Context: an optimization exercise on an open-source flow, tuned for small area and a short achievable clock period. The choices shown serve that exercise and are no tape-out recipe.
RTL that was checked went through simulation tests only; none was proved equivalent to the original.
Power figures rest on the tool's default switching activity, not on a simulated workload.

main:
==> flow/design.v <==
module dual_issue_decode (
	input  logic			clk,
	input  logic			reset,
	input  logic [31:0]		instr_first,
	input  logic [31:0]		instr_second,
	input  logic [7:0]		pc,
	input  logic [7:0]		branch_pc,
	input  logic			branch_taken,
	output logic [31:0]		even_instr,
	output logic [10:0]		even_op,
	output logic [1:0]		even_unit,
	output logic [6:0]		even_rt,
	output logic			even_write,
	output logic [31:0]		odd_instr,
	output logic [10:0]		odd_op,
	output logic [1:0]		odd_unit,
	output logic [6:0]		odd_rt,
	output logic			odd_write,
	output logic			first_odd,
	output logic			stall,
	output logic [7:0]		stall_pc
);
	logic [31:0] a_n, b_n;		 
	logic ea_n, eb_n, oa_n, ob_n;	 
	logic [31:0] a, b;
	logic [31:0] ew, ow;
	assign a = ~a_n;
	assign b = ~b_n;
	assign ew = ~(({32{ea_n}} | a_n) & ({32{eb_n}} | b_n));
	assign ow = ~(({32{oa_n}} | a_n) & ({32{ob_n}} | b_n));
	logic e_rrr, e_ila, e_ai, e_nop, e_fx1, e_shl;
	assign e_rrr = ew[31];
	assign e_ila = ~ew[31] & ew[30] & ~ew[29] & ew[25];
	assign e_ai  = ~ew[31] & ew[28] & ew[26];
	assign e_nop = ~ew[31] & ew[30] & ~ew[29] & ~ew[25];
	assign e_fx1 = e_ila | (~ew[31] & ~ew[30] & ew[28]);
	assign e_shl = ~ew[31] & ~ew[30] & ~ew[28] & ew[27];
	logic [6:0] e_rt0;
	logic e_wr0;
	assign e_rt0 = e_rrr ? ew[27:21] : ew[6:0];
	assign e_wr0 = (ew[31] | ew[30] | ew[28] | ew[27]) & ~e_nop;
	assign even_instr = ew;
	assign even_op    = {ew[31:28], ew[27:25] & {3{~e_rrr}}, ew[24] & ~e_rrr & ~e_ila,
		ew[23:21] & {3{~(e_rrr | e_ila | e_ai)}}};
	assign even_unit  = {e_fx1, e_fx1 | e_shl};
	assign even_rt    = e_rt0;
	assign even_write = e_wr0;
	logic o_ri10, o_ri16;
	assign o_ri10 = ow[29] & ~ow[27] & ow[26];
	assign o_ri16 = ow[29] & ~ow[27] & ~ow[26];
	logic o_ls;
	assign o_ls = o_ri10 | (ow[27] & ~ow[25]);
	assign odd_instr = ow;
	assign odd_op    = {ow[31:24], ow[23] & ~o_ri10, ow[22:21] & {2{~(o_ri10 | o_ri16)}}};
	assign odd_unit  = {o_ri16, o_ls};
	assign odd_rt    = ow[6:0];
	assign odd_write = ow[27] | (ow[28] & ow[26]);
	assign first_odd = ~oa_n;
	logic [5:1][6:0]	e_rt;
	logic [5:1]			e_al;	 
	logic [2:1]			e_lg;	 
	logic [4:1][6:0]	o_rt;
	logic [4:1]			o_al;
	logic [2:1]			o_lg;	 
	always_ff @(posedge clk) begin
		e_rt[1] <= e_rt0;
		o_rt[1] <= ow[6:0];
		for (int k = 2; k <= 5; k++) e_rt[k] <= e_rt[k-1];
		for (int k = 2; k <= 4; k++) o_rt[k] <= o_rt[k-1];
		e_lg[1] <= ~(e_fx1 | e_shl);	 
		e_lg[2] <= e_lg[1];
		o_lg[1] <= o_ls;	 
		o_lg[2] <= o_lg[1];
		if (reset) begin
			for (int k = 1; k <= 5; k++) e_al[k] <= 1'b0;
			for (int k = 1; k <= 4; k++) o_al[k] <= 1'b0;
		end else begin
			e_al[1] <= even_write & ~e_fx1;	 
			e_al[2] <= e_al[1];
			e_al[3] <= e_al[2] & e_lg[2];
			e_al[4] <= e_al[3];
			e_al[5] <= e_al[4];
			o_al[1] <= odd_write;					 
			o_al[2] <= o_al[1];
			o_al[3] <= o_al[2] & o_lg[2];
			o_al[4] <= o_al[3];
		end
	end
	function automatic logic busy(input logic [6:0] r,
		input logic ew_, input logic [6:0] ert, input logic ow_, input logic [6:0] ort,
		input logic [5:1][6:0] ert_h, input logic [5:1] eal,
		input logic [4:1][6:0] ort_h, input logic [4:1] oal);
		logic b;
		b = (ew_ && r == ert) || (ow_ && r == ort);
		for (int k = 1; k <= 5; k++) b = b || (eal[k] && r == ert_h[k]);
		for (int k = 1; k <= 4; k++) b = b || (oal[k] && r == ort_h[k]);
		busy = b;
	endfunction
	logic			sel_in, hold_f, hold_s;
	logic [31:0]	f, s;
	assign f = ({32{sel_in}} & instr_first) | ({32{hold_f}} & a);
	assign s = ({32{sel_in}} & instr_second) | ({32{hold_s}} & b);
	function automatic logic [6:0] dec(input logic [31:0] w);
		logic [10:0] o;
		logic ev, od, wr, ua, ub, uc, rrr;
		o = w[31:21];
		ev = 1'b0; od = 1'b0; wr = 1'b0; ua = 1'b0; ub = 1'b0; uc = 1'b0; rrr = 1'b0;
		if (o[10:7] == 4'b1100 || o[10:7] == 4'b1110) begin
			ev = 1'b1; wr = 1'b1; ua = 1'b1; ub = 1'b1; uc = 1'b1; rrr = 1'b1;
		end else if (o[10:4] == 7'b0100001) begin
			ev = 1'b1; wr = 1'b1;
		end else if (o[10:3] == 8'b00011100) begin
			ev = 1'b1; wr = 1'b1; ua = 1'b1;
		end else if (o == 11'b00011000000 || o == 11'b00011000001 || o == 11'b00001011011
				|| o == 11'b01111000100) begin
			ev = 1'b1; wr = 1'b1; ua = 1'b1; ub = 1'b1;
		end else if (o == 11'b01000000001) begin
			ev = 1'b1;
		end else if (o[10:3] == 8'b00110100) begin
			od = 1'b1; wr = 1'b1; ua = 1'b1;
		end else if (o[10:3] == 8'b00100100) begin
			od = 1'b1; ua = 1'b1; uc = 1'b1;
		end else if (o[10:2] == 9'b001100100) begin
			od = 1'b1;
		end else if (o[10:2] == 9'b001000000) begin
			od = 1'b1; uc = 1'b1;
		end else if (o == 11'b00111000100 || o == 11'b00111011100) begin
			od = 1'b1; wr = 1'b1; ua = 1'b1; ub = 1'b1;
		end else if (o == 11'b00000000001) begin
			od = 1'b1;
		end
		dec = {ev, od, wr, ua, ub, uc, rrr};
	endfunction
	logic [6:0] df, ds;
	logic f_ev, f_od, f_wr, f_ua, f_ub, f_uc;
	logic s_ev, s_od, s_wr, s_ua, s_ub, s_uc;
	assign df = dec(f);
	assign ds = dec(s);
	assign {f_ev, f_od, f_wr, f_ua, f_ub, f_uc} = df[6:1];
	assign {s_ev, s_od, s_wr, s_ua, s_ub, s_uc} = ds[6:1];
	logic [6:0] f_rt, s_rt;
	assign f_rt = df[0] ? f[27:21] : f[6:0];
	assign s_rt = ds[0] ? s[27:21] : s[6:0];
	logic stall_first, stall_second, busy_second, same_pipe, same_dest, raw_pair;
	assign stall_first =
		   (f_ua && busy(f[13:7],  even_write, e_rt0, odd_write, ow[6:0], e_rt, e_al, o_rt, o_al))
		|| (f_ub && busy(f[20:14], even_write, e_rt0, odd_write, ow[6:0], e_rt, e_al, o_rt, o_al))
		|| (f_uc && busy(f[6:0],   even_write, e_rt0, odd_write, ow[6:0], e_rt, e_al, o_rt, o_al));
	assign busy_second =
		   (s_ua && busy(s[13:7],  even_write, e_rt0, odd_write, ow[6:0], e_rt, e_al, o_rt, o_al))
		|| (s_ub && busy(s[20:14], even_write, e_rt0, odd_write, ow[6:0], e_rt, e_al, o_rt, o_al))
		|| (s_uc && busy(s[6:0],   even_write, e_rt0, odd_write, ow[6:0], e_rt, e_al, o_rt, o_al));
	assign same_pipe = (s_ev && f_ev) || (s_od && f_od);
	assign same_dest = f_wr && s_wr && (f_rt == s_rt);
	assign raw_pair = f_wr && ((s_ua && s[13:7] == f_rt) || (s_ub && s[20:14] == f_rt)
		|| (s_uc && s[6:0] == f_rt));
	assign stall_second = stall_first || same_pipe || same_dest || raw_pair || busy_second;
	logic go_first, go_second;
	assign go_first = ~branch_taken & ~stall_first;
	assign go_second = ~branch_taken & ~stall_second;
	always_ff @(posedge clk) begin
		a_n <= ~f;
		b_n <= ~s;
		ea_n <= ~(~reset & go_first & f_ev);
		eb_n <= ~(~reset & go_second & s_ev);
		oa_n <= ~(~reset & go_first & f_od);
		ob_n <= ~(~reset & go_second & s_od);
		sel_in <= reset | ~(branch_taken | stall_second);
		hold_f <= ~reset & ~branch_taken & stall_first;
		hold_s <= ~reset & ~branch_taken & stall_second;
		if (reset) begin
			stall <= 1'b0;
			stall_pc <= '0;
		end else if (branch_taken) begin
			stall <= 1'b1;
			stall_pc <= branch_pc + 8'd2;
		end else if (stall_second) begin
			stall <= 1'b1;
			stall_pc <= stall ? stall_pc : pc;
		end else begin
			stall <= 1'b0;
		end
	end
endmodule
Settings: LEC_CHECK=0, CAP_MARGIN=20, CORE_MARGIN=2, CORE_UTILIZATION=25, PLACE_DENSITY=0.4, SETUP_SLACK_MARGIN=4.7, SLEW_MARGIN=20, TNS_END_PERCENT=10; clock period 9.0 ns.
standard.sh (not shown) runs the stock make flow with config.mk's settings and CLKGATE_MAP_FILE= SYNTH_SCRIPT=/design/flow/synth_recipe.tcl, a recipe that flattens the netlist after the stock synthesis.
==> flow/flow/run.sh <==
#!/bin/bash
# The standard layout, with two changes:
#  - synthesis maps with an area-oriented ABC script (flow/abc_area.script),
#    otherwise the same as synth_recipe.tcl;
#  - the port buffers are plain buf_1 cells.
set -euo pipefail
HERE=$(pwd)
export BUFFER_PORTS_ARGS="-buffer_cell sky130_fd_sc_hd__buf_1"
export MY_ABC_SCRIPT=$HERE/flow/abc_area.script
sed "s#SYNTH_SCRIPT=[^ ]*#SYNTH_SCRIPT=$HERE/flow/synth.tcl#" standard.sh > own_standard.sh
bash own_standard.sh > flow_make.log 2>&1
==> flow/flow/abc_area.script <==
strash
dch
map -a
topo
stime -c
buffer -c
upsize -c
dnsize -c
==> flow/flow/synth.tcl <==
# The standard synthesis (synth_recipe.tcl), with ABC's mapping script replaced
# by the area-oriented one next to this file.
proc synth {args} { yosys synth -nofsm -noshare {*}$args }
proc abc {args} {
  set i [lsearch -exact $args -script]
  if { $i >= 0 && [info exists ::env(MY_ABC_SCRIPT)] } {
    set args [lreplace $args $i [expr {$i + 1}] -script $::env(MY_ABC_SCRIPT)]
  }
  yosys abc {*}$args
}
source $::env(SCRIPTS_DIR)/synth.tcl
# left out here: clear keep_hierarchy, flatten, clean up, hide names made inside functions, write 1_2_yosys.v
Input-level comparison between the feature branch and main:
--- a/flow/design.v
+++ b/flow/design.v
@@ -18,18 +18,15 @@
 	output logic			odd_write,
 	output logic			first_odd,
 	output logic			stall,
 	output logic [7:0]		stall_pc
 );
-	logic [31:0] a_n, b_n;		 
-	logic ea_n, eb_n, oa_n, ob_n;	 
-	logic [31:0] a, b;
+	logic [31:0] a, b;			 
+	logic ea, eb, oa, ob;		 
 	logic [31:0] ew, ow;
-	assign a = ~a_n;
-	assign b = ~b_n;
-	assign ew = ~(({32{ea_n}} | a_n) & ({32{eb_n}} | b_n));
-	assign ow = ~(({32{oa_n}} | a_n) & ({32{ob_n}} | b_n));
+	assign ew = ({32{ea}} & a) | ({32{eb}} & b);
+	assign ow = ({32{oa}} & a) | ({32{ob}} & b);
 	logic e_rrr, e_ila, e_ai, e_nop, e_fx1, e_shl;
 	assign e_rrr = ew[31];
 	assign e_ila = ~ew[31] & ew[30] & ~ew[29] & ew[25];
 	assign e_ai  = ~ew[31] & ew[28] & ew[26];
 	assign e_nop = ~ew[31] & ew[30] & ~ew[29] & ~ew[25];
@@ -53,11 +50,11 @@
 	assign odd_instr = ow;
 	assign odd_op    = {ow[31:24], ow[23] & ~o_ri10, ow[22:21] & {2{~(o_ri10 | o_ri16)}}};
 	assign odd_unit  = {o_ri16, o_ls};
 	assign odd_rt    = ow[6:0];
 	assign odd_write = ow[27] | (ow[28] & ow[26]);
-	assign first_odd = ~oa_n;
+	assign first_odd = oa;
 	logic [5:1][6:0]	e_rt;
 	logic [5:1]			e_al;	 
 	logic [2:1]			e_lg;	 
 	logic [4:1][6:0]	o_rt;
 	logic [4:1]			o_al;
@@ -154,31 +151,26 @@
 	assign same_dest = f_wr && s_wr && (f_rt == s_rt);
 	assign raw_pair = f_wr && ((s_ua && s[13:7] == f_rt) || (s_ub && s[20:14] == f_rt)
 		|| (s_uc && s[6:0] == f_rt));
 	assign stall_second = stall_first || same_pipe || same_dest || raw_pair || busy_second;
 	logic go_first, go_second;
+	logic [7:0] pc_q, pc_x;
+	logic pc_new;
+	assign stall_pc = pc_new ? pc_q : pc_x;
 	assign go_first = ~branch_taken & ~stall_first;
 	assign go_second = ~branch_taken & ~stall_second;
 	always_ff @(posedge clk) begin
-		a_n <= ~f;
-		b_n <= ~s;
-		ea_n <= ~(~reset & go_first & f_ev);
-		eb_n <= ~(~reset & go_second & s_ev);
-		oa_n <= ~(~reset & go_first & f_od);
-		ob_n <= ~(~reset & go_second & s_od);
+		a <= f;
+		b <= s;
+		ea <= ~reset & go_first & f_ev;
+		eb <= ~reset & go_second & s_ev;
+		oa <= ~reset & go_first & f_od;
+		ob <= ~reset & go_second & s_od;
 		sel_in <= reset | ~(branch_taken | stall_second);
 		hold_f <= ~reset & ~branch_taken & stall_first;
 		hold_s <= ~reset & ~branch_taken & stall_second;
-		if (reset) begin
-			stall <= 1'b0;
-			stall_pc <= '0;
-		end else if (branch_taken) begin
-			stall <= 1'b1;
-			stall_pc <= branch_pc + 8'd2;
-		end else if (stall_second) begin
-			stall <= 1'b1;
-			stall_pc <= stall ? stall_pc : pc;
-		end else begin
-			stall <= 1'b0;
-		end
+		stall <= ~reset & (branch_taken | stall_second);
+		pc_q <= pc;
+		pc_new <= ~reset & ~branch_taken & ~stall & stall_second;
+		pc_x <= reset ? 8'd0 : branch_taken ? branch_pc + 8'd2 : stall_pc;
 	end
 endmodule
==> notes.md <==
Standard-cell row count (the feature branch over main): increase, 1.3%
Layout-stage area growth over the synthesis result ended up 4.3 points lower on the feature branch than on main.
[compare] base=main new=the feature branch: fmax now sits higher, fraction of synthesized area in multiplexers shows an increase of 0.18 points, setup slack after layout grew by 0.21 ns.
The feature branch reports a higher clock power than main does.
Diff the feature branch..main | final instance area | negligible
Sequential area share after synthesis: the feature branch vs main up 0.50 points
From main to the feature branch the numbers moved as follows: overall global routing resource usage higher; initial core utilization flat; sequential share of layout area picked up an extra 1.2 points; first-pass GRT wire length has increased; final critical-path share of the clock period went down by 2.3 points.
Function not checked in main: the RTL went through the layout flow alone.

-- separate check: timing with driven ports --
Ports are ideal in the flow. The routed layouts listed here were re-timed in OpenROAD. Step 1: set_driving_cell puts a clkbuf_16 on clk and a buf_2 on each other input, an assumption about the parent block. Step 2 adds t to the input delays and takes it off the output delays; t is the mean of the earliest and latest rising clock arrival at the registers after step 1. Input paths then give back, and output paths get back, about the clock's delay inside the block. Slacks: ideal ports / drivers / drivers and shift; pairs: ideal ports / drivers.
run	t (ns)	setup WS [ns]	worst hold slack (ns)	slew at the worst register clock pin (ns)	worst slew at a driven data input, ns
main	0.530	4.477 / 4.480 / 3.949	0.330 / 0.330 / 0.330	0.07 / 0.07	0.08
the feature branch	0.557	4.683 / 4.694 / 4.157	0.331 / 0.331 / 0.331	0.08 / 0.08	0.06
After both steps setup and hold are still met in every run listed. For main, which loses most, drivers alone change the setup slack by +0.003 ns; drivers and shift together by -0.528 ns.
